Background: an optimization exercise with open tools, aiming at small area, a short achievable clock period and few clock cycles. Do not read the settings as production practice. For this run, only the layout was checked, not whether the RTL still works.

### design/flow/design.v
module conv_rescaler #(
    parameter int NB_PIXEL = 19,
    parameter int NB_COUNT = 32,
    parameter int NB_OUT   = 8,
    parameter int NB_FRAC  = 16
) (
    input  logic                clock,
    input  logic                reset,
    input  logic                i_extremesValid,
    input  logic [NB_PIXEL-1:0] i_maxValue,
    input  logic [NB_PIXEL-1:0] i_minValue,
    input  logic [NB_COUNT-1:0] i_imageSize,
    input  logic                i_valid,
    input  logic [NB_PIXEL-1:0] i_convValue,
    output logic                o_ready,
    output logic [NB_OUT-1:0]   o_pixel,
    output logic                o_valid,
    output logic                o_endSignal
);
    localparam int NB_R     = NB_PIXEL;
    localparam int NB_SCALE = NB_OUT + NB_FRAC;           
    localparam int ND       = (NB_R + 2) / 2;             
    localparam int LC       = 10;                         
    localparam logic [NB_SCALE-1:0] DIVIDEND = {{NB_OUT{1'b1}}, {NB_FRAC{1'b0}}};
    logic                 busy_q, init_q, prep_q, div_q, run_q;
    logic                 init_d, prep_d, div_d, run_d;
    logic                 v0_q, l0_q, v1_q, l1_q, v2_q, e2_q;
    logic [NB_PIXEL:0]    c_q;        
    logic [NB_PIXEL-1:0]  min_q, max_q;
    logic                 gt_q;       
    logic [NB_R-1:0]      range_q;
    logic [NB_COUNT-1:0]  count_q;    
    logic [NB_SCALE-1:0]  scale_q;
    logic [3*ND-2:0]      bd_q;       
    logic [NB_SCALE-1:LC] psa_q, psb_q;
    logic                 pc_q;
    logic idle, accept, last_acc, lone_end, start;
    logic [NB_PIXEL:0]    delta;      
    logic                 d_neg, d_big, span_ok;   
    logic [NB_R-1:0]      d_clamp;
    logic [NB_R+1:0]      dx;         
    logic [ND-1:0]        b_one, b_two, b_neg;
    logic [NB_R-1:0]      rem_next;
    logic                 q_bit, dbit_next;
    logic [NB_R-1:0]      lead;       
    logic [NB_R-1:0]      rem_init;
    logic [NB_SCALE:0]    ra, rb;
    logic [LC-1:0]        lo_sum;
    logic                 lo_c;
    logic [NB_SCALE-LC-1:0] hi_sum;
    logic [NB_COUNT-1:0]  count_dec;
    logic [NB_R:0]        dsum;
    logic                 dsub_c, gt;
    assign idle     = !busy_q;
    assign accept   = i_valid && run_q;
    assign last_acc = accept && (count_q == NB_COUNT'(1));
    assign start    = idle && i_extremesValid;
    assign lone_end = start && (i_imageSize == '0);
    cr_add #(NB_PIXEL + 1) u_delta (
        .a(c_q), .b(~{min_q[NB_PIXEL-1], min_q}), .ci(1'b1),
        .s(delta), .co());
    assign d_neg   = delta[NB_PIXEL];
    assign span_ok = (range_q != '0);
    cr_add #(NB_PIXEL) u_gt (
        .a({~i_convValue[NB_PIXEL-1], i_convValue[NB_PIXEL-2:0]}),
        .b(~{~max_q[NB_PIXEL-1], max_q[NB_PIXEL-2:0]}), .ci(1'b0), .s(), .co(gt));
    assign d_big = gt_q;
    always_comb begin
        d_clamp = delta[NB_R-1:0];
        if (d_neg)
            d_clamp = '0;
        else if (d_big)
            d_clamp = range_q;
    end
    assign dx = {1'b0, d_clamp, 1'b0};
    always_comb begin
        for (int r = 0; r < ND; r++) begin
            b_one[r] = dx[2*r+1] ^ dx[2*r];
            b_two[r] = (dx[2*r+2] && !dx[2*r+1] && !dx[2*r]) || (!dx[2*r+2] && dx[2*r+1] && dx[2*r]);
            b_neg[r] = dx[2*r+2];
        end
    end
    always_comb begin
        for (int i = 0; i < NB_R; i++) begin
            lead[i] = range_q[i];
            for (int j = i + 1; j < NB_R; j++)
                if (range_q[j]) lead[i] = 1'b0;
        end
        for (int i = 0; i < NB_R; i++) begin
            rem_init[i] = 1'b0;
            for (int j = i + 1; j <= i + NB_OUT && j < NB_R; j++)
                rem_init[i] = rem_init[i] | lead[j];
        end
    end
    cr_add #(NB_R + 1) u_div (.a(c_q), .b(~{1'b0, range_q}), .ci(1'b1), .s(dsum), .co(dsub_c));
    assign q_bit     = dsub_c;
    assign rem_next  = q_bit ? dsum[NB_R-1:0] : c_q[NB_R-1:0];
    assign dbit_next = (scale_q[NB_SCALE-2:NB_OUT-1] == '0);
    cr_add #(NB_COUNT) u_cnt (.a(count_q), .b('1), .ci(1'b0), .s(count_dec), .co());
    cr_mul u_mul (.a(scale_q), .one(bd_q[ND-1:0]), .two(bd_q[2*ND-1:ND]),
                  .neg({1'b0, bd_q[3*ND-2:2*ND]}), .ra(ra), .rb(rb));
    cr_add #(LC) u_lo (.a(ra[LC-1:0]), .b(rb[LC-1:0]), .ci(1'b0), .s(lo_sum), .co(lo_c));
    cr_add #(NB_SCALE - LC) u_hi (.a(psa_q), .b(psb_q), .ci(pc_q), .s(hi_sum), .co());
    assign init_d = start && !lone_end;
    assign prep_d = init_q;
    assign div_d  = (prep_q && span_ok) || (div_q && !scale_q[NB_SCALE-1]);
    assign run_d  = (prep_q && !span_ok) || (div_q && scale_q[NB_SCALE-1]) || (run_q && !last_acc);
    always_ff @(posedge clock or negedge reset) begin
        if (!reset) begin
            busy_q <= 1'b0;
            init_q <= 1'b0;
            prep_q <= 1'b0;
            div_q  <= 1'b0;
            run_q  <= 1'b0;
            v0_q   <= 1'b0;
            l0_q   <= 1'b0;
            v1_q   <= 1'b0;
            l1_q   <= 1'b0;
            v2_q   <= 1'b0;
            e2_q   <= 1'b0;
        end else begin
            busy_q <= init_d || prep_d || div_d || run_d;
            init_q <= init_d;
            prep_q <= prep_d;
            div_q  <= div_d;
            run_q  <= run_d;
            v0_q   <= accept;
            l0_q   <= last_acc;
            v1_q   <= v0_q;
            l1_q   <= l0_q;
            v2_q   <= v1_q;
            e2_q   <= (v1_q && l1_q) || lone_end;
        end
    end
    always_ff @(posedge clock) begin
        if (idle)
            c_q <= {i_maxValue[NB_PIXEL-1], i_maxValue};
        else if (prep_q)
            c_q <= {rem_init, (lead[NB_R-1:NB_OUT] == '0)};
        else if (div_q)
            c_q <= {rem_next, dbit_next};
        else
            c_q <= {i_convValue[NB_PIXEL-1], i_convValue};
        if (idle) begin
            min_q   <= i_minValue;
            max_q   <= i_maxValue;
            count_q <= i_imageSize;
        end else if (accept) begin
            count_q <= count_dec;
        end
        if (init_q)
            range_q <= d_neg ? '0 : delta[NB_R-1:0];    
        if (prep_q)
            scale_q <= NB_SCALE'(lead);            
        else if (div_q)
            scale_q <= {scale_q[NB_SCALE-2:0], q_bit};
        bd_q <= {b_neg[ND-2:0], b_two, b_one};
        gt_q <= gt;
        psa_q   <= ra[NB_SCALE-1:LC];
        psb_q   <= rb[NB_SCALE-1:LC];
        pc_q    <= lo_c;
    end
    assign o_ready     = run_q;
    assign o_pixel     = hi_sum[NB_SCALE-LC-1:NB_FRAC-LC];
    assign o_valid     = v2_q;
    assign o_endSignal = e2_q;
endmodule
module cr_add #(
    parameter int W = 8
) (
    input  logic [W-1:0] a,
    input  logic [W-1:0] b,
    input  logic         ci,
    output logic [W-1:0] s,
    output logic         co
);
    localparam int L = $clog2(W + 1);
    localparam int N = 1 << L;
    logic [N-1:0] g, p, x;
    always_comb begin
        x = '0;
        g = '0;
        p = '0;
        x[W-1:0] = a ^ b;
        g[W-1:0] = a & b;
        p[W-1:0] = x[W-1:0];
        g[0] = g[0] | (p[0] & ci);
        for (int d = 0; d < L; d++)
            for (int i = (2 << d) - 1; i < N; i += (2 << d)) begin
                g[i] = g[i] | (p[i] & g[i - (1 << d)]);
                p[i] = p[i] & p[i - (1 << d)];
            end
        for (int d = L - 2; d >= 0; d--)
            for (int i = 3 * (1 << d) - 1; i < N; i += (2 << d)) begin
                g[i] = g[i] | (p[i] & g[i - (1 << d)]);
                p[i] = p[i] & p[i - (1 << d)];
            end
        s[0] = x[0] ^ ci;
        for (int i = 1; i < W; i++)
            s[i] = x[i] ^ g[i - 1];
        co = g[W - 1];
    end
endmodule
module cr_mul (input logic [23:0] a, input logic [9:0] one, input logic [9:0] two, input logic [9:0] neg, output logic [24:0] ra, output logic [24:0] rb);
wire pp1;
wire pp2;
wire pp3;
wire pp4;
wire pp5;
wire pp6;
wire pp7;
wire pp8;
wire pp9;
wire pp10;
wire pp11;
wire pp12;
wire pp13;
wire pp14;
wire pp15;
wire pp16;
wire pp17;
wire pp18;
wire pp19;
wire pp20;
wire pp21;
wire pp22;
wire pp23;
wire pp24;
wire pp25;
wire pp26;
wire pp27;
wire pp28;
wire pp29;
wire pp30;
wire pp31;
wire pp32;
wire pp33;
wire pp34;
wire pp35;
wire pp36;
wire pp37;
wire pp38;
wire pp39;
wire pp40;
wire pp41;
wire pp42;
wire pp43;
wire pp44;
wire pp45;
wire pp46;
wire pp47;
wire pp48;
wire pp49;
wire pp50;
wire pp51;
wire pp52;
wire pp53;
wire pp54;
wire pp55;
wire pp56;
wire pp57;
wire pp58;
wire pp59;
wire pp60;
wire pp61;
wire pp62;
wire pp63;
wire pp64;
wire pp65;
wire pp66;
wire pp67;
wire pp68;
wire pp69;
wire pp70;
wire pp71;
wire pp72;
wire pp73;
wire pp74;
wire pp75;
wire pp76;
wire pp77;
wire pp78;
wire pp79;
wire pp80;
wire pp81;
wire pp82;
wire pp83;
wire pp84;
wire pp85;
wire pp86;
wire pp87;
wire pp88;
wire pp89;
wire pp90;
wire pp91;
wire pp92;
wire pp93;
wire pp94;
wire pp95;
wire pp96;
wire pp97;
wire pp98;
wire pp99;
wire pp100;
wire pp101;
wire pp102;
wire pp103;
wire pp104;
wire pp105;
wire pp106;
wire pp107;
wire pp108;
wire pp109;
wire pp110;
wire pp111;
wire pp112;
wire pp113;
wire pp114;
wire pp115;
wire pp116;
wire pp117;
wire pp118;
wire pp119;
wire pp120;
wire pp121;
wire pp122;
wire pp123;
wire pp124;
wire pp125;
wire pp126;
wire pp127;
wire pp128;
wire pp129;
wire pp130;
wire pp131;
wire pp132;
wire pp133;
wire pp134;
wire pp135;
wire pp136;
wire pp137;
wire pp138;
wire pp139;
wire pp140;
wire pp141;
wire pp142;
wire pp143;
wire pp144;
wire pp145;
wire pp146;
wire pp147;
wire pp148;
wire pp149;
wire pp150;
wire pp151;
wire pp152;
wire pp153;
wire pp154;
wire pp155;
wire pp156;
wire pp157;
wire pp158;
wire pp159;
wire pp160;
wire s161;
wire c162;
wire s163;
wire c164;
wire s165;
wire c166;
wire s167;
wire c168;
wire s169;
wire c170;
wire s171;
wire c172;
wire s173;
wire c174;
wire s175;
wire c176;
wire s177;
wire c178;
wire s179;
wire c180;
wire s181;
wire c182;
wire s183;
wire c184;
wire s185;
wire c186;
wire s187;
wire c188;
wire s189;
wire c190;
wire s191;
wire c192;
wire s193;
wire c194;
wire s195;
wire c196;
wire s197;
wire c198;
wire s199;
wire c200;
wire s201;
wire c202;
wire s203;
wire c204;
wire s205;
wire c206;
wire s207;
wire c208;
wire s209;
wire c210;
wire s211;
wire c212;
wire s213;
wire c214;
wire s215;
wire c216;
wire s217;
wire c218;
wire s219;
wire c220;
wire s221;
wire c222;
wire s223;
wire c224;
wire s225;
wire c226;
wire s227;
wire c228;
wire s229;
wire c230;
wire s231;
wire c232;
wire s233;
wire c234;
wire s235;
wire c236;
wire s237;
wire c238;
wire s239;
wire c240;
wire s241;
wire c242;
wire s243;
wire c244;
wire s245;
wire c246;
wire s247;
wire c248;
wire s249;
wire c250;
wire s251;
wire c252;
wire s253;
wire c254;
wire s255;
wire c256;
wire s257;
wire c258;
wire s259;
wire c260;
wire s261;
wire c262;
wire s263;
wire c264;
wire s265;
wire c266;
wire s267;
wire c268;
wire s269;
wire c270;
wire s271;
wire c272;
wire s273;
wire c274;
wire s275;
wire c276;
wire s277;
wire c278;
wire s279;
wire c280;
wire s281;
wire c282;
wire s283;
wire c284;
wire s285;
wire c286;
wire s287;
wire c288;
wire s289;
wire c290;
wire s291;
wire c292;
wire s293;
wire c294;
wire s295;
wire c296;
wire s297;
wire c298;
wire s299;
wire c300;
wire s301;
wire c302;
wire s303;
wire c304;
wire s305;
wire c306;
wire s307;
wire c308;
wire s309;
wire c310;
wire s311;
wire c312;
wire s313;
wire c314;
wire s315;
wire c316;
wire s317;
wire c318;
wire s319;
wire c320;
wire s321;
wire c322;
wire s323;
wire c324;
wire s325;
wire c326;
wire s327;
wire c328;
wire s329;
wire c330;
wire s331;
wire c332;
wire s333;
wire c334;
wire s335;
wire c336;
wire s337;
wire c338;
wire s339;
wire c340;
wire s341;
wire c342;
wire s343;
wire c344;
wire s345;
wire c346;
wire s347;
wire c348;
wire s349;
wire c350;
wire s351;
wire c352;
wire s353;
wire c354;
wire s355;
wire c356;
wire s357;
wire c358;
wire s359;
wire c360;
wire s361;
wire c362;
wire s363;
wire c364;
wire s365;
wire c366;
wire s367;
wire c368;
wire s369;
wire c370;
wire s371;
wire c372;
wire s373;
wire c374;
wire s375;
wire c376;
wire s377;
wire c378;
wire s379;
wire c380;
wire s381;
wire c382;
wire s383;
wire c384;
wire s385;
wire c386;
wire s387;
wire c388;
wire s389;
wire c390;
wire s391;
wire c392;
wire s393;
wire c394;
wire s395;
wire c396;
wire s397;
wire c398;
wire s399;
wire c400;
wire x401;
wire x402;
wire x403;
wire x404;
wire x405;
wire x406;
wire x407;
wire x408;
wire x409;
wire x410;
wire x411;
wire x412;
wire x413;
wire x414;
wire x415;
wire x416;
assign pp1 = ((one[0] & a[0])) ^ neg[0];
assign pp2 = ((one[0] & a[1]) | (two[0] & a[0])) ^ neg[0];
assign pp3 = ((one[0] & a[2]) | (two[0] & a[1])) ^ neg[0];
assign pp4 = ((one[0] & a[3]) | (two[0] & a[2])) ^ neg[0];
assign pp5 = ((one[0] & a[4]) | (two[0] & a[3])) ^ neg[0];
assign pp6 = ((one[0] & a[5]) | (two[0] & a[4])) ^ neg[0];
assign pp7 = ((one[0] & a[6]) | (two[0] & a[5])) ^ neg[0];
assign pp8 = ((one[0] & a[7]) | (two[0] & a[6])) ^ neg[0];
assign pp9 = ((one[0] & a[8]) | (two[0] & a[7])) ^ neg[0];
assign pp10 = ((one[0] & a[9]) | (two[0] & a[8])) ^ neg[0];
assign pp11 = ((one[0] & a[10]) | (two[0] & a[9])) ^ neg[0];
assign pp12 = ((one[0] & a[11]) | (two[0] & a[10])) ^ neg[0];
assign pp13 = ((one[0] & a[12]) | (two[0] & a[11])) ^ neg[0];
assign pp14 = ((one[0] & a[13]) | (two[0] & a[12])) ^ neg[0];
assign pp15 = ((one[0] & a[14]) | (two[0] & a[13])) ^ neg[0];
assign pp16 = ((one[0] & a[15]) | (two[0] & a[14])) ^ neg[0];
assign pp17 = ((one[0] & a[16]) | (two[0] & a[15])) ^ neg[0];
assign pp18 = ((one[0] & a[17]) | (two[0] & a[16])) ^ neg[0];
assign pp19 = ((one[0] & a[18]) | (two[0] & a[17])) ^ neg[0];
assign pp20 = ((one[0] & a[19]) | (two[0] & a[18])) ^ neg[0];
assign pp21 = ((one[0] & a[20]) | (two[0] & a[19])) ^ neg[0];
assign pp22 = ((one[0] & a[21]) | (two[0] & a[20])) ^ neg[0];
assign pp23 = ((one[0] & a[22]) | (two[0] & a[21])) ^ neg[0];
assign pp24 = ((one[0] & a[23]) | (two[0] & a[22])) ^ neg[0];
assign pp25 = ((two[0] & a[23])) ^ neg[0];
assign pp26 = ((one[1] & a[0])) ^ neg[1];
assign pp27 = ((one[1] & a[1]) | (two[1] & a[0])) ^ neg[1];
assign pp28 = ((one[1] & a[2]) | (two[1] & a[1])) ^ neg[1];
assign pp29 = ((one[1] & a[3]) | (two[1] & a[2])) ^ neg[1];
assign pp30 = ((one[1] & a[4]) | (two[1] & a[3])) ^ neg[1];
assign pp31 = ((one[1] & a[5]) | (two[1] & a[4])) ^ neg[1];
assign pp32 = ((one[1] & a[6]) | (two[1] & a[5])) ^ neg[1];
assign pp33 = ((one[1] & a[7]) | (two[1] & a[6])) ^ neg[1];
assign pp34 = ((one[1] & a[8]) | (two[1] & a[7])) ^ neg[1];
assign pp35 = ((one[1] & a[9]) | (two[1] & a[8])) ^ neg[1];
assign pp36 = ((one[1] & a[10]) | (two[1] & a[9])) ^ neg[1];
assign pp37 = ((one[1] & a[11]) | (two[1] & a[10])) ^ neg[1];
assign pp38 = ((one[1] & a[12]) | (two[1] & a[11])) ^ neg[1];
assign pp39 = ((one[1] & a[13]) | (two[1] & a[12])) ^ neg[1];
assign pp40 = ((one[1] & a[14]) | (two[1] & a[13])) ^ neg[1];
assign pp41 = ((one[1] & a[15]) | (two[1] & a[14])) ^ neg[1];
assign pp42 = ((one[1] & a[16]) | (two[1] & a[15])) ^ neg[1];
assign pp43 = ((one[1] & a[17]) | (two[1] & a[16])) ^ neg[1];
assign pp44 = ((one[1] & a[18]) | (two[1] & a[17])) ^ neg[1];
assign pp45 = ((one[1] & a[19]) | (two[1] & a[18])) ^ neg[1];
assign pp46 = ((one[1] & a[20]) | (two[1] & a[19])) ^ neg[1];
assign pp47 = ((one[1] & a[21]) | (two[1] & a[20])) ^ neg[1];
assign pp48 = ((one[1] & a[22]) | (two[1] & a[21])) ^ neg[1];
assign pp49 = ((one[2] & a[0])) ^ neg[2];
assign pp50 = ((one[2] & a[1]) | (two[2] & a[0])) ^ neg[2];
assign pp51 = ((one[2] & a[2]) | (two[2] & a[1])) ^ neg[2];
assign pp52 = ((one[2] & a[3]) | (two[2] & a[2])) ^ neg[2];
assign pp53 = ((one[2] & a[4]) | (two[2] & a[3])) ^ neg[2];
assign pp54 = ((one[2] & a[5]) | (two[2] & a[4])) ^ neg[2];
assign pp55 = ((one[2] & a[6]) | (two[2] & a[5])) ^ neg[2];
assign pp56 = ((one[2] & a[7]) | (two[2] & a[6])) ^ neg[2];
assign pp57 = ((one[2] & a[8]) | (two[2] & a[7])) ^ neg[2];
assign pp58 = ((one[2] & a[9]) | (two[2] & a[8])) ^ neg[2];
assign pp59 = ((one[2] & a[10]) | (two[2] & a[9])) ^ neg[2];
assign pp60 = ((one[2] & a[11]) | (two[2] & a[10])) ^ neg[2];
assign pp61 = ((one[2] & a[12]) | (two[2] & a[11])) ^ neg[2];
assign pp62 = ((one[2] & a[13]) | (two[2] & a[12])) ^ neg[2];
assign pp63 = ((one[2] & a[14]) | (two[2] & a[13])) ^ neg[2];
assign pp64 = ((one[2] & a[15]) | (two[2] & a[14])) ^ neg[2];
assign pp65 = ((one[2] & a[16]) | (two[2] & a[15])) ^ neg[2];
assign pp66 = ((one[2] & a[17]) | (two[2] & a[16])) ^ neg[2];
assign pp67 = ((one[2] & a[18]) | (two[2] & a[17])) ^ neg[2];
assign pp68 = ((one[2] & a[19]) | (two[2] & a[18])) ^ neg[2];
assign pp69 = ((one[2] & a[20]) | (two[2] & a[19])) ^ neg[2];
assign pp70 = ((one[3] & a[0])) ^ neg[3];
assign pp71 = ((one[3] & a[1]) | (two[3] & a[0])) ^ neg[3];
assign pp72 = ((one[3] & a[2]) | (two[3] & a[1])) ^ neg[3];
assign pp73 = ((one[3] & a[3]) | (two[3] & a[2])) ^ neg[3];
assign pp74 = ((one[3] & a[4]) | (two[3] & a[3])) ^ neg[3];
assign pp75 = ((one[3] & a[5]) | (two[3] & a[4])) ^ neg[3];
assign pp76 = ((one[3] & a[6]) | (two[3] & a[5])) ^ neg[3];
assign pp77 = ((one[3] & a[7]) | (two[3] & a[6])) ^ neg[3];
assign pp78 = ((one[3] & a[8]) | (two[3] & a[7])) ^ neg[3];
assign pp79 = ((one[3] & a[9]) | (two[3] & a[8])) ^ neg[3];
assign pp80 = ((one[3] & a[10]) | (two[3] & a[9])) ^ neg[3];
assign pp81 = ((one[3] & a[11]) | (two[3] & a[10])) ^ neg[3];
assign pp82 = ((one[3] & a[12]) | (two[3] & a[11])) ^ neg[3];
assign pp83 = ((one[3] & a[13]) | (two[3] & a[12])) ^ neg[3];
assign pp84 = ((one[3] & a[14]) | (two[3] & a[13])) ^ neg[3];
assign pp85 = ((one[3] & a[15]) | (two[3] & a[14])) ^ neg[3];
assign pp86 = ((one[3] & a[16]) | (two[3] & a[15])) ^ neg[3];
assign pp87 = ((one[3] & a[17]) | (two[3] & a[16])) ^ neg[3];
assign pp88 = ((one[3] & a[18]) | (two[3] & a[17])) ^ neg[3];
assign pp89 = ((one[4] & a[0])) ^ neg[4];
assign pp90 = ((one[4] & a[1]) | (two[4] & a[0])) ^ neg[4];
assign pp91 = ((one[4] & a[2]) | (two[4] & a[1])) ^ neg[4];
assign pp92 = ((one[4] & a[3]) | (two[4] & a[2])) ^ neg[4];
assign pp93 = ((one[4] & a[4]) | (two[4] & a[3])) ^ neg[4];
assign pp94 = ((one[4] & a[5]) | (two[4] & a[4])) ^ neg[4];
assign pp95 = ((one[4] & a[6]) | (two[4] & a[5])) ^ neg[4];
assign pp96 = ((one[4] & a[7]) | (two[4] & a[6])) ^ neg[4];
assign pp97 = ((one[4] & a[8]) | (two[4] & a[7])) ^ neg[4];
assign pp98 = ((one[4] & a[9]) | (two[4] & a[8])) ^ neg[4];
assign pp99 = ((one[4] & a[10]) | (two[4] & a[9])) ^ neg[4];
assign pp100 = ((one[4] & a[11]) | (two[4] & a[10])) ^ neg[4];
assign pp101 = ((one[4] & a[12]) | (two[4] & a[11])) ^ neg[4];
assign pp102 = ((one[4] & a[13]) | (two[4] & a[12])) ^ neg[4];
assign pp103 = ((one[4] & a[14]) | (two[4] & a[13])) ^ neg[4];
assign pp104 = ((one[4] & a[15]) | (two[4] & a[14])) ^ neg[4];
assign pp105 = ((one[4] & a[16]) | (two[4] & a[15])) ^ neg[4];
assign pp106 = ((one[5] & a[0])) ^ neg[5];
assign pp107 = ((one[5] & a[1]) | (two[5] & a[0])) ^ neg[5];
assign pp108 = ((one[5] & a[2]) | (two[5] & a[1])) ^ neg[5];
assign pp109 = ((one[5] & a[3]) | (two[5] & a[2])) ^ neg[5];
assign pp110 = ((one[5] & a[4]) | (two[5] & a[3])) ^ neg[5];
assign pp111 = ((one[5] & a[5]) | (two[5] & a[4])) ^ neg[5];
assign pp112 = ((one[5] & a[6]) | (two[5] & a[5])) ^ neg[5];
assign pp113 = ((one[5] & a[7]) | (two[5] & a[6])) ^ neg[5];
assign pp114 = ((one[5] & a[8]) | (two[5] & a[7])) ^ neg[5];
assign pp115 = ((one[5] & a[9]) | (two[5] & a[8])) ^ neg[5];
assign pp116 = ((one[5] & a[10]) | (two[5] & a[9])) ^ neg[5];
assign pp117 = ((one[5] & a[11]) | (two[5] & a[10])) ^ neg[5];
assign pp118 = ((one[5] & a[12]) | (two[5] & a[11])) ^ neg[5];
assign pp119 = ((one[5] & a[13]) | (two[5] & a[12])) ^ neg[5];
assign pp120 = ((one[5] & a[14]) | (two[5] & a[13])) ^ neg[5];
assign pp121 = ((one[6] & a[0])) ^ neg[6];
assign pp122 = ((one[6] & a[1]) | (two[6] & a[0])) ^ neg[6];
assign pp123 = ((one[6] & a[2]) | (two[6] & a[1])) ^ neg[6];
assign pp124 = ((one[6] & a[3]) | (two[6] & a[2])) ^ neg[6];
assign pp125 = ((one[6] & a[4]) | (two[6] & a[3])) ^ neg[6];
assign pp126 = ((one[6] & a[5]) | (two[6] & a[4])) ^ neg[6];
assign pp127 = ((one[6] & a[6]) | (two[6] & a[5])) ^ neg[6];
assign pp128 = ((one[6] & a[7]) | (two[6] & a[6])) ^ neg[6];
assign pp129 = ((one[6] & a[8]) | (two[6] & a[7])) ^ neg[6];
assign pp130 = ((one[6] & a[9]) | (two[6] & a[8])) ^ neg[6];
assign pp131 = ((one[6] & a[10]) | (two[6] & a[9])) ^ neg[6];
assign pp132 = ((one[6] & a[11]) | (two[6] & a[10])) ^ neg[6];
assign pp133 = ((one[6] & a[12]) | (two[6] & a[11])) ^ neg[6];
assign pp134 = ((one[7] & a[0])) ^ neg[7];
assign pp135 = ((one[7] & a[1]) | (two[7] & a[0])) ^ neg[7];
assign pp136 = ((one[7] & a[2]) | (two[7] & a[1])) ^ neg[7];
assign pp137 = ((one[7] & a[3]) | (two[7] & a[2])) ^ neg[7];
assign pp138 = ((one[7] & a[4]) | (two[7] & a[3])) ^ neg[7];
assign pp139 = ((one[7] & a[5]) | (two[7] & a[4])) ^ neg[7];
assign pp140 = ((one[7] & a[6]) | (two[7] & a[5])) ^ neg[7];
assign pp141 = ((one[7] & a[7]) | (two[7] & a[6])) ^ neg[7];
assign pp142 = ((one[7] & a[8]) | (two[7] & a[7])) ^ neg[7];
assign pp143 = ((one[7] & a[9]) | (two[7] & a[8])) ^ neg[7];
assign pp144 = ((one[7] & a[10]) | (two[7] & a[9])) ^ neg[7];
assign pp145 = ((one[8] & a[0])) ^ neg[8];
assign pp146 = ((one[8] & a[1]) | (two[8] & a[0])) ^ neg[8];
assign pp147 = ((one[8] & a[2]) | (two[8] & a[1])) ^ neg[8];
assign pp148 = ((one[8] & a[3]) | (two[8] & a[2])) ^ neg[8];
assign pp149 = ((one[8] & a[4]) | (two[8] & a[3])) ^ neg[8];
assign pp150 = ((one[8] & a[5]) | (two[8] & a[4])) ^ neg[8];
assign pp151 = ((one[8] & a[6]) | (two[8] & a[5])) ^ neg[8];
assign pp152 = ((one[8] & a[7]) | (two[8] & a[6])) ^ neg[8];
assign pp153 = ((one[8] & a[8]) | (two[8] & a[7])) ^ neg[8];
assign pp154 = (one[9] & a[0]);
assign pp155 = (one[9] & a[1]) | (two[9] & a[0]);
assign pp156 = (one[9] & a[2]) | (two[9] & a[1]);
assign pp157 = (one[9] & a[3]) | (two[9] & a[2]);
assign pp158 = (one[9] & a[4]) | (two[9] & a[3]);
assign pp159 = (one[9] & a[5]) | (two[9] & a[4]);
assign pp160 = (one[9] & a[6]) | (two[9] & a[5]);
assign s161 = pp17 ^ pp40;
assign c162 = pp17 & pp40;
assign s163 = pp18 ^ pp41;
assign c164 = pp18 & pp41;
assign s165 = pp19 ^ pp42 ^ pp63;
assign c166 = (pp19 & pp42) | (pp19 & pp63) | (pp42 & pp63);
assign s167 = pp20 ^ pp43 ^ pp64;
assign c168 = (pp20 & pp43) | (pp20 & pp64) | (pp43 & pp64);
assign s169 = pp21 ^ pp44 ^ pp65;
assign c170 = (pp21 & pp44) | (pp21 & pp65) | (pp44 & pp65);
assign s171 = pp22 ^ pp45 ^ pp66;
assign c172 = (pp22 & pp45) | (pp22 & pp66) | (pp45 & pp66);
assign s173 = pp23 ^ pp46 ^ pp67;
assign c174 = (pp23 & pp46) | (pp23 & pp67) | (pp46 & pp67);
assign s175 = pp24 ^ pp47 ^ pp68;
assign c176 = (pp24 & pp47) | (pp24 & pp68) | (pp47 & pp68);
assign s177 = pp11 ^ pp34;
assign c178 = pp11 & pp34;
assign s179 = pp12 ^ pp35;
assign c180 = pp12 & pp35;
assign s181 = pp13 ^ pp36 ^ pp57;
assign c182 = (pp13 & pp36) | (pp13 & pp57) | (pp36 & pp57);
assign s183 = pp76 ^ pp93;
assign c184 = pp76 & pp93;
assign s185 = pp14 ^ pp37 ^ pp58;
assign c186 = (pp14 & pp37) | (pp14 & pp58) | (pp37 & pp58);
assign s187 = pp77 ^ pp94;
assign c188 = pp77 & pp94;
assign s189 = pp15 ^ pp38 ^ pp59;
assign c190 = (pp15 & pp38) | (pp15 & pp59) | (pp38 & pp59);
assign s191 = pp78 ^ pp95 ^ pp110;
assign c192 = (pp78 & pp95) | (pp78 & pp110) | (pp95 & pp110);
assign s193 = pp123 ^ pp134;
assign c194 = pp123 & pp134;
assign s195 = pp16 ^ pp39 ^ pp60;
assign c196 = (pp16 & pp39) | (pp16 & pp60) | (pp39 & pp60);
assign s197 = pp79 ^ pp96 ^ pp111;
assign c198 = (pp79 & pp96) | (pp79 & pp111) | (pp96 & pp111);
assign s199 = pp124 ^ pp135;
assign c200 = pp124 & pp135;
assign s201 = pp61 ^ pp80 ^ pp97;
assign c202 = (pp61 & pp80) | (pp61 & pp97) | (pp80 & pp97);
assign s203 = pp112 ^ pp125 ^ pp136;
assign c204 = (pp112 & pp125) | (pp112 & pp136) | (pp125 & pp136);
assign s205 = pp145 ^ neg[8] ^ s161;
assign c206 = (pp145 & neg[8]) | (pp145 & s161) | (neg[8] & s161);
assign s207 = pp62 ^ pp81 ^ pp98;
assign c208 = (pp62 & pp81) | (pp62 & pp98) | (pp81 & pp98);
assign s209 = pp113 ^ pp126 ^ pp137;
assign c210 = (pp113 & pp126) | (pp113 & pp137) | (pp126 & pp137);
assign s211 = pp146 ^ s163 ^ c162;
assign c212 = (pp146 & s163) | (pp146 & c162) | (s163 & c162);
assign s213 = pp82 ^ pp99 ^ pp114;
assign c214 = (pp82 & pp99) | (pp82 & pp114) | (pp99 & pp114);
assign s215 = pp127 ^ pp138 ^ pp147;
assign c216 = (pp127 & pp138) | (pp127 & pp147) | (pp138 & pp147);
assign s217 = pp154 ^ s165 ^ c164;
assign c218 = (pp154 & s165) | (pp154 & c164) | (s165 & c164);
assign s219 = pp83 ^ pp100 ^ pp115;
assign c220 = (pp83 & pp100) | (pp83 & pp115) | (pp100 & pp115);
assign s221 = pp128 ^ pp139 ^ pp148;
assign c222 = (pp128 & pp139) | (pp128 & pp148) | (pp139 & pp148);
assign s223 = pp155 ^ s167 ^ c166;
assign c224 = (pp155 & s167) | (pp155 & c166) | (s167 & c166);
assign s225 = pp84 ^ pp101 ^ pp116;
assign c226 = (pp84 & pp101) | (pp84 & pp116) | (pp101 & pp116);
assign s227 = pp129 ^ pp140 ^ pp149;
assign c228 = (pp129 & pp140) | (pp129 & pp149) | (pp140 & pp149);
assign s229 = pp156 ^ s169 ^ c168;
assign c230 = (pp156 & s169) | (pp156 & c168) | (s169 & c168);
assign s231 = pp85 ^ pp102 ^ pp117;
assign c232 = (pp85 & pp102) | (pp85 & pp117) | (pp102 & pp117);
assign s233 = pp130 ^ pp141 ^ pp150;
assign c234 = (pp130 & pp141) | (pp130 & pp150) | (pp141 & pp150);
assign s235 = pp157 ^ s171 ^ c170;
assign c236 = (pp157 & s171) | (pp157 & c170) | (s171 & c170);
assign s237 = pp86 ^ pp103 ^ pp118;
assign c238 = (pp86 & pp103) | (pp86 & pp118) | (pp103 & pp118);
assign s239 = pp131 ^ pp142 ^ pp151;
assign c240 = (pp131 & pp142) | (pp131 & pp151) | (pp142 & pp151);
assign s241 = pp158 ^ s173 ^ c172;
assign c242 = (pp158 & s173) | (pp158 & c172) | (s173 & c172);
assign s243 = pp87 ^ pp104 ^ pp119;
assign c244 = (pp87 & pp104) | (pp87 & pp119) | (pp104 & pp119);
assign s245 = pp132 ^ pp143 ^ pp152;
assign c246 = (pp132 & pp143) | (pp132 & pp152) | (pp143 & pp152);
assign s247 = pp159 ^ s175 ^ c174;
assign c248 = (pp159 & s175) | (pp159 & c174) | (s175 & c174);
assign s249 = pp7 ^ pp30;
assign c250 = pp7 & pp30;
assign s251 = pp8 ^ pp31;
assign c252 = pp8 & pp31;
assign s253 = pp9 ^ pp32 ^ pp53;
assign c254 = (pp9 & pp32) | (pp9 & pp53) | (pp32 & pp53);
assign s255 = pp72 ^ pp89;
assign c256 = pp72 & pp89;
assign s257 = pp10 ^ pp33 ^ pp54;
assign c258 = (pp10 & pp33) | (pp10 & pp54) | (pp33 & pp54);
assign s259 = pp73 ^ pp90;
assign c260 = pp73 & pp90;
assign s261 = pp55 ^ pp74 ^ pp91;
assign c262 = (pp55 & pp74) | (pp55 & pp91) | (pp74 & pp91);
assign s263 = pp106 ^ neg[5] ^ s177;
assign c264 = (pp106 & neg[5]) | (pp106 & s177) | (neg[5] & s177);
assign s265 = pp56 ^ pp75 ^ pp92;
assign c266 = (pp56 & pp75) | (pp56 & pp92) | (pp75 & pp92);
assign s267 = pp107 ^ s179 ^ c178;
assign c268 = (pp107 & s179) | (pp107 & c178) | (s179 & c178);
assign s269 = pp108 ^ pp121 ^ neg[6];
assign c270 = (pp108 & pp121) | (pp108 & neg[6]) | (pp121 & neg[6]);
assign s271 = s181 ^ s183 ^ c180;
assign c272 = (s181 & s183) | (s181 & c180) | (s183 & c180);
assign s273 = pp109 ^ pp122 ^ s185;
assign c274 = (pp109 & pp122) | (pp109 & s185) | (pp122 & s185);
assign s275 = s187 ^ c182 ^ c184;
assign c276 = (s187 & c182) | (s187 & c184) | (c182 & c184);
assign s277 = neg[7] ^ s189 ^ s191;
assign c278 = (neg[7] & s189) | (neg[7] & s191) | (s189 & s191);
assign s279 = s193 ^ c186 ^ c188;
assign c280 = (s193 & c186) | (s193 & c188) | (c186 & c188);
assign s281 = s195 ^ s197 ^ s199;
assign c282 = (s195 & s197) | (s195 & s199) | (s197 & s199);
assign s283 = c190 ^ c192 ^ c194;
assign c284 = (c190 & c192) | (c190 & c194) | (c192 & c194);
assign s285 = s201 ^ s203 ^ s205;
assign c286 = (s201 & s203) | (s201 & s205) | (s203 & s205);
assign s287 = c196 ^ c198 ^ c200;
assign c288 = (c196 & c198) | (c196 & c200) | (c198 & c200);
assign s289 = s207 ^ s209 ^ s211;
assign c290 = (s207 & s209) | (s207 & s211) | (s209 & s211);
assign s291 = c202 ^ c204 ^ c206;
assign c292 = (c202 & c204) | (c202 & c206) | (c204 & c206);
assign s293 = s213 ^ s215 ^ s217;
assign c294 = (s213 & s215) | (s213 & s217) | (s215 & s217);
assign s295 = c208 ^ c210 ^ c212;
assign c296 = (c208 & c210) | (c208 & c212) | (c210 & c212);
assign s297 = s219 ^ s221 ^ s223;
assign c298 = (s219 & s221) | (s219 & s223) | (s221 & s223);
assign s299 = c214 ^ c216 ^ c218;
assign c300 = (c214 & c216) | (c214 & c218) | (c216 & c218);
assign s301 = s225 ^ s227 ^ s229;
assign c302 = (s225 & s227) | (s225 & s229) | (s227 & s229);
assign s303 = c220 ^ c222 ^ c224;
assign c304 = (c220 & c222) | (c220 & c224) | (c222 & c224);
assign s305 = s231 ^ s233 ^ s235;
assign c306 = (s231 & s233) | (s231 & s235) | (s233 & s235);
assign s307 = c226 ^ c228 ^ c230;
assign c308 = (c226 & c228) | (c226 & c230) | (c228 & c230);
assign s309 = s237 ^ s239 ^ s241;
assign c310 = (s237 & s239) | (s237 & s241) | (s239 & s241);
assign s311 = c232 ^ c234 ^ c236;
assign c312 = (c232 & c234) | (c232 & c236) | (c234 & c236);
assign s313 = s243 ^ s245 ^ s247;
assign c314 = (s243 & s245) | (s243 & s247) | (s245 & s247);
assign s315 = c238 ^ c240 ^ c242;
assign c316 = (c238 & c240) | (c238 & c242) | (c240 & c242);
assign s317 = pp5 ^ pp28;
assign c318 = pp5 & pp28;
assign s319 = pp6 ^ pp29;
assign c320 = pp6 & pp29;
assign s321 = pp51 ^ pp70 ^ neg[3];
assign c322 = (pp51 & pp70) | (pp51 & neg[3]) | (pp70 & neg[3]);
assign s323 = pp52 ^ pp71 ^ s251;
assign c324 = (pp52 & pp71) | (pp52 & s251) | (pp71 & s251);
assign s325 = neg[4] ^ s253 ^ s255;
assign c326 = (neg[4] & s253) | (neg[4] & s255) | (s253 & s255);
assign s327 = s257 ^ s259 ^ c254;
assign c328 = (s257 & s259) | (s257 & c254) | (s259 & c254);
assign s329 = s261 ^ s263 ^ c258;
assign c330 = (s261 & s263) | (s261 & c258) | (s263 & c258);
assign s331 = s265 ^ s267 ^ c262;
assign c332 = (s265 & s267) | (s265 & c262) | (s267 & c262);
assign s333 = s269 ^ s271 ^ c266;
assign c334 = (s269 & s271) | (s269 & c266) | (s271 & c266);
assign s335 = s273 ^ s275 ^ c270;
assign c336 = (s273 & s275) | (s273 & c270) | (s275 & c270);
assign s337 = s277 ^ s279 ^ c274;
assign c338 = (s277 & s279) | (s277 & c274) | (s279 & c274);
assign s339 = s281 ^ s283 ^ c278;
assign c340 = (s281 & s283) | (s281 & c278) | (s283 & c278);
assign s341 = s285 ^ s287 ^ c282;
assign c342 = (s285 & s287) | (s285 & c282) | (s287 & c282);
assign s343 = s289 ^ s291 ^ c286;
assign c344 = (s289 & s291) | (s289 & c286) | (s291 & c286);
assign s345 = s293 ^ s295 ^ c290;
assign c346 = (s293 & s295) | (s293 & c290) | (s295 & c290);
assign s347 = s297 ^ s299 ^ c294;
assign c348 = (s297 & s299) | (s297 & c294) | (s299 & c294);
assign s349 = s301 ^ s303 ^ c298;
assign c350 = (s301 & s303) | (s301 & c298) | (s303 & c298);
assign s351 = s305 ^ s307 ^ c302;
assign c352 = (s305 & s307) | (s305 & c302) | (s307 & c302);
assign s353 = s309 ^ s311 ^ c306;
assign c354 = (s309 & s311) | (s309 & c306) | (s311 & c306);
assign s355 = s313 ^ s315 ^ c310;
assign c356 = (s313 & s315) | (s313 & c310) | (s315 & c310);
assign s357 = pp3 ^ pp26;
assign c358 = pp3 & pp26;
assign s359 = pp4 ^ pp27;
assign c360 = pp4 & pp27;
assign s361 = pp49 ^ neg[2] ^ s317;
assign c362 = (pp49 & neg[2]) | (pp49 & s317) | (neg[2] & s317);
assign s363 = pp50 ^ s319 ^ c318;
assign c364 = (pp50 & s319) | (pp50 & c318) | (s319 & c318);
assign s365 = s249 ^ s321 ^ c320;
assign c366 = (s249 & s321) | (s249 & c320) | (s321 & c320);
assign s367 = c250 ^ s323 ^ c322;
assign c368 = (c250 & s323) | (c250 & c322) | (s323 & c322);
assign s369 = c252 ^ s325 ^ c324;
assign c370 = (c252 & s325) | (c252 & c324) | (s325 & c324);
assign s371 = c256 ^ s327 ^ c326;
assign c372 = (c256 & s327) | (c256 & c326) | (s327 & c326);
assign s373 = c260 ^ s329 ^ c328;
assign c374 = (c260 & s329) | (c260 & c328) | (s329 & c328);
assign s375 = c264 ^ s331 ^ c330;
assign c376 = (c264 & s331) | (c264 & c330) | (s331 & c330);
assign s377 = c268 ^ s333 ^ c332;
assign c378 = (c268 & s333) | (c268 & c332) | (s333 & c332);
assign s379 = c272 ^ s335 ^ c334;
assign c380 = (c272 & s335) | (c272 & c334) | (s335 & c334);
assign s381 = c276 ^ s337 ^ c336;
assign c382 = (c276 & s337) | (c276 & c336) | (s337 & c336);
assign s383 = c280 ^ s339 ^ c338;
assign c384 = (c280 & s339) | (c280 & c338) | (s339 & c338);
assign s385 = c284 ^ s341 ^ c340;
assign c386 = (c284 & s341) | (c284 & c340) | (s341 & c340);
assign s387 = c288 ^ s343 ^ c342;
assign c388 = (c288 & s343) | (c288 & c342) | (s343 & c342);
assign s389 = c292 ^ s345 ^ c344;
assign c390 = (c292 & s345) | (c292 & c344) | (s345 & c344);
assign s391 = c296 ^ s347 ^ c346;
assign c392 = (c296 & s347) | (c296 & c346) | (s347 & c346);
assign s393 = c300 ^ s349 ^ c348;
assign c394 = (c300 & s349) | (c300 & c348) | (s349 & c348);
assign s395 = c304 ^ s351 ^ c350;
assign c396 = (c304 & s351) | (c304 & c350) | (s351 & c350);
assign s397 = c308 ^ s353 ^ c352;
assign c398 = (c308 & s353) | (c308 & c352) | (s353 & c352);
assign s399 = c312 ^ s355 ^ c354;
assign c400 = (c312 & s355) | (c312 & c354) | (s355 & c354);
assign x401 = pp25 ^ pp48;
assign x402 = pp69 ^ pp88;
assign x403 = pp105 ^ pp120;
assign x404 = pp133 ^ pp144;
assign x405 = pp153 ^ pp160;
assign x406 = x401 ^ x402;
assign x407 = x403 ^ x404;
assign x408 = x405 ^ x406;
assign x409 = x407 ^ c176;
assign x410 = c244 ^ c246;
assign x411 = x408 ^ x409;
assign x412 = x410 ^ x411;
assign x413 = c248 ^ x412;
assign x414 = x413 ^ c314;
assign x415 = c316 ^ x414;
assign x416 = x415 ^ c356;
assign ra = {x416, s399, s397, s395, s393, s391, s389, s387, s385, s383, s381, s379, s377, s375, s373, s371, s369, s367, s365, s363, s361, s359, neg[1], pp2, pp1};
assign rb = {c400, c398, c396, c394, c392, c390, c388, c386, c384, c382, c380, c378, c376, c374, c372, c370, c368, c366, c364, c362, c360, c358, s357, 1'b0, neg[0]};
endmodule
### design/flow/flow/run.sh
#!/bin/bash
# Standard layout, with the port buffers made from the smallest plain buffer and a clock tree
# of clkbuf_8 buffers without dummy loads.
set -euo pipefail
export BUFFER_PORTS_ARGS="-buffer_cell sky130_fd_sc_hd__buf_1"
export CTS_ARGS="-sink_clustering_enable -repair_clock_nets -dont_use_dummy_load -buf_list {sky130_fd_sc_hd__clkbuf_8}"
bash standard.sh > standard_flow.log 2>&1
### design/flow/standard.sh
#!/bin/bash
# synth_recipe.tcl (not shown) runs the flow's synth.tcl, then flattens the netlist and writes it again
# the make line also repeats each setting of config.mk as NAME=value (left out here)
make -C /OpenROAD-flow-scripts/flow DESIGN_CONFIG=/design/flow/config.mk WORK_HOME=/design/flow/orfs CLKGATE_MAP_FILE= SYNTH_SCRIPT=/design/flow/synth_recipe.tcl "${@:-finish}"
### design/flow/config.mk
export PLATFORM = sky130hd
export DESIGN_NAME = conv_rescaler
export DESIGN_NICKNAME = conv_rescaler
export VERILOG_FILES = /design/flow/design.v
export SDC_FILE = /design/flow/constraint.sdc
export NUM_CORES = 4
export LEC_CHECK = 0
export ABC_CLOCK_PERIOD_IN_PS = 4000
export CAP_MARGIN = 20
export CORE_MARGIN = 2
export CORE_UTILIZATION = 40
export SETUP_SLACK_MARGIN = 5
export SLEW_MARGIN = 20
### design/flow/constraint.sdc
create_clock -name core_clock -period 9.0 [get_ports {clock}]
set_input_delay 1.8000 -clock core_clock [delete_from_list [all_inputs] [get_ports {clock}]]
set_output_delay 1.8000 -clock core_clock [all_outputs]
set_load 0.01 [all_outputs]
==> results.txt <==
* Worst-path clk slew at around 0.05 ns
* Count of buffer and inverter cells on the critical path at 1
* Fill count at 3733
* Number of distinct library cells after synthesis at 67
* Dominant cell type by area after synthesis: edfxtp_1
* First-pass GRT wire length at approximately 65000 µm
* Data arrival, critical path at 3.54 ns
* Grt total ovfl at 0
* Num CTS Buffers at 40
* Worst slew pin tran at about 1.1 ns
* Crit path capture type: primary output
* Layout area overhead at 10.68%
* Syn nets at 1878
* Synth top cells by count: inv_1, a22oi_1, fa_1
* Status: no timing/DRC/antenna violations
* Hold Buf Count CTS at 0
* Period utilization at between 50 and 60%
* Detailed Route WL at 40240 µm
* Hold Crit Class: flip-flop to flip-flop
* Final setup fails at 0
* Routability cong. at 0.8613
* CP max-delay cell: or4_4
* Most common cell in the netlist: inv_1
* Clk latency of the worst-skew pair at 0.61 ns
* Die X at 202.9 µm
* Yosys top cell area share at roughly 20%
* PortBufs at 103
* Number of synthesis warnings at 6
* Max-cap violations at 0
* Async S/R FF share, synth at approximately 5.4%
* Slowest cell delay on critical path at 0.50 ns
* Synth top area cells: edfxtp_1, fa_1, dfxtp_1, ha_1, a22oi_1
* Slew Viols, Final at 0
* Layout cells sized above 1 at 8.824%
* Vias in the first global route at approximately 12k
* Hold Fails Final Rpt at 0
* Slew HR at 28.24%
* DRT iter0 DRCs at about 700
* Period minus WS final at 5.336 ns
* Core box area at 38830 µm²
* Die area at between 40000 and 50000 µm²
* Pin count of the biggest net entering global routing at 64
* Htree depth at 2
* Max Root-Sink Buffers at 3
* RSZ-0062 raised after global routing: yes
* DR vias at 11.81k
* Initial antenna violation count at 0
* Worst EP required at between 7 and 8 ns
* CTS tree: yes
* Ports at 104
* Vias/cell at ~5.5
* Register area share after synthesis at 32.85%
* DRC viols at 0
* Total GRT Usage at about a fifth
* Syn Area/Cell at 10.12 µm²
* Critical path peak fanout at 2
* #FFs+latches synth at 203
* Setup TNS at 0 ns
* Antenna-violating nets left at 0
* Clock Sinks at around 200
* Fin Clk Skew at 0.07990 ns
* R2R setup slack at 5.12 ns
* Post-synth EDFFs at 108
* Root Buffer: clkbuf_8
* Antenna Cells at 0
* Achievable Freq at 187.4 MHz
* Post-Syn Area at 15830 µm²
* Nets@finish at 1948
* Crit-path most repeated cell: a21o_1
* Pre-antenna DRT Iters at 5
* CP Cell Sequence: ha_4 > a21o_1 > a21o_1 > a21oi_2 > o21ai_2 > a41o_1 > or4_4 > a31o_4 > a21o_1 > fa_2 > xnor2_2 > xnor2_2 > buf_2
* Crit path kind: flip-flop to primary output
* Initial Util at roughly 40%
* Cell Rows at 72
* Mapped Cells at around 1.6k
* Post-DP HPWL at 28760 µm
* Worst Setup Start Kind: flip-flop
* Routed wire length per instance at 18.72 µm
* Top_reg_cell synth: edfxtp_1
* Die H at 202.9 µm
* Top delay family on crit path: compound AO/OA/AOI/OAI gates
## routing by layer
metal  part of all wire (%)  wire, µm  global-route usage (%)
met5                      0         0                       0
met4                    3.7      1509                   7.795
met3                    5.7      2280                   3.242
met2                     46     18580                   31.74
met1                     44     17870                   26.54
## cell type report
cell class | instances | area [µm²] | share of cell area [%]
Sequential cell | 203 | 5214 | 29.76
Multi-Input combinational cell | 1085 | 9757 | 55.69
Tap cell | 518 | 648.1 | 3.699
Clock buffer | 40 | 550.5 | 3.142
Timing Repair Buffer | 133 | 708.2 | 4.042
Inverter | 171 | 641.9 | 3.664
## cell families (layout without fill, tap and decap cells)
| family | count (synthesis) | count (layout) | synth area share [%] |
|---|---|---|---|
| DFF | 203 | 203 | 32.85 |
| and+or+nand+nor | 284 | 284 | 9.059 |
| adders and majority gates | 221 | 221 | 22.88 |
| xor gates and xnor gates | 204 | 204 | 11.29 |
| buffers and inverters | 276 | 344 | 6.616 |
| muxes | 44 | 44 | 2.893 |
| AOI/OAI and AO/OA | 332 | 332 | 14.42 |
## worst paths after layout
path,from,end,depth (start not counted)
max,psb_q[10],o_pixel[7],13
min,l0_q,l1_q,0
max reg2reg,c_q[0],range_q[0],18
min reg2reg,l0_q,l1_q,0
max in group asynchronous,reset,busy_q,1
min in group asynchronous,reset,e2_q,1
## layout by cell type (no fill, tap or decap), drive strengths merged, types with 6 or more instances in the layout
cell type,n
buf,130
o21a,6
a211oi,6
a21o,11
a22oi,140
nor2b,20
ha,107
or3,8
o22ai,10
nand2b,7
o21ai,53
fa,114
o211ai,6
clkbuf,43
mux2i,30
a21oi,51
dfrtp,11
nand3b,7
nor4,21
dfxtp,84
edfxtp,108
nand2,64
or3b,6
and2,8
nor2,86
inv,171
o311ai,6
xnor2,112
mux2,14
xor2,92
nand3,21
nor3,17
## sequential cells by signal (all words and copies together) (netlist names), 14 cells and up
name     count
c_q         20
min_q       19
bd_q        29
scale_q     24
count_q     32
max_q       19
psa_q       14
range_q     19
psb_q       14
## through the flow
| step | utilization (%) | instances | hold WS (ns) | instance area (µm²) | setup WS [ns] |
|---|---|---|---|---|---|
| floorplan | - | 1564 | 0.3312 | 15860 | 4.375 |
| global route | 45.12 | 2150 | 0.3386 | 17520 | 3.520 |
| detailed placement | 42.81 | 2097 | 0.3409 | 16620 | 3.971 |
| finish | 45.12 | 2150 | 0.3442 | 17520 | 3.664 |
| CTS | 44.56 | 2140 | 0.3334 | 17300 | 3.565 |
| global placement | 42.81 | 2097 | 0.3349 | 16620 | 3.990 |
## timing repair
| item | 4_1_cts | 5_1_grt |
|---|---|---|
| hold endpoints to repair | 0 | 0 |
| resized for setup | 26 | 24 |
| setup buffers | 2 | 8 |
| setup endpoints to repair | 59 | 42 |
| pin swaps | 8 | 11 |
| cloned | 1 | 2 |

==> what the ideal ports hide <==
The results above use ideal ports. As a check the final layout listed here was re-extracted and re-timed, cells and wires unchanged. Step 1 assumes that a clkbuf_16 drives the clock port and a buf_2 every other input. Step 2 moves the port delays by t, midway between the first and last clock arrival at a register: inputs arrive t later, outputs are due t later. That takes back most of the time a late clock gives input paths. Slacks: no drivers / after step 1 / after step 2; pairs: no drivers / after step 1.
shift t [ns]: 0.621
setup slack, ns: 3.664 / 3.616 / 4.237
latest minus earliest clock arrival (ns): 0.080 / 0.080
slew at the worst register clock pin (ns): 0.06 / 0.06
worst slew at a driven data input, ns: 0.07
After both steps this run still meets setup and hold. For this run, drivers alone change the setup slack by -0.048 ns; drivers and shift together by +0.573 ns.
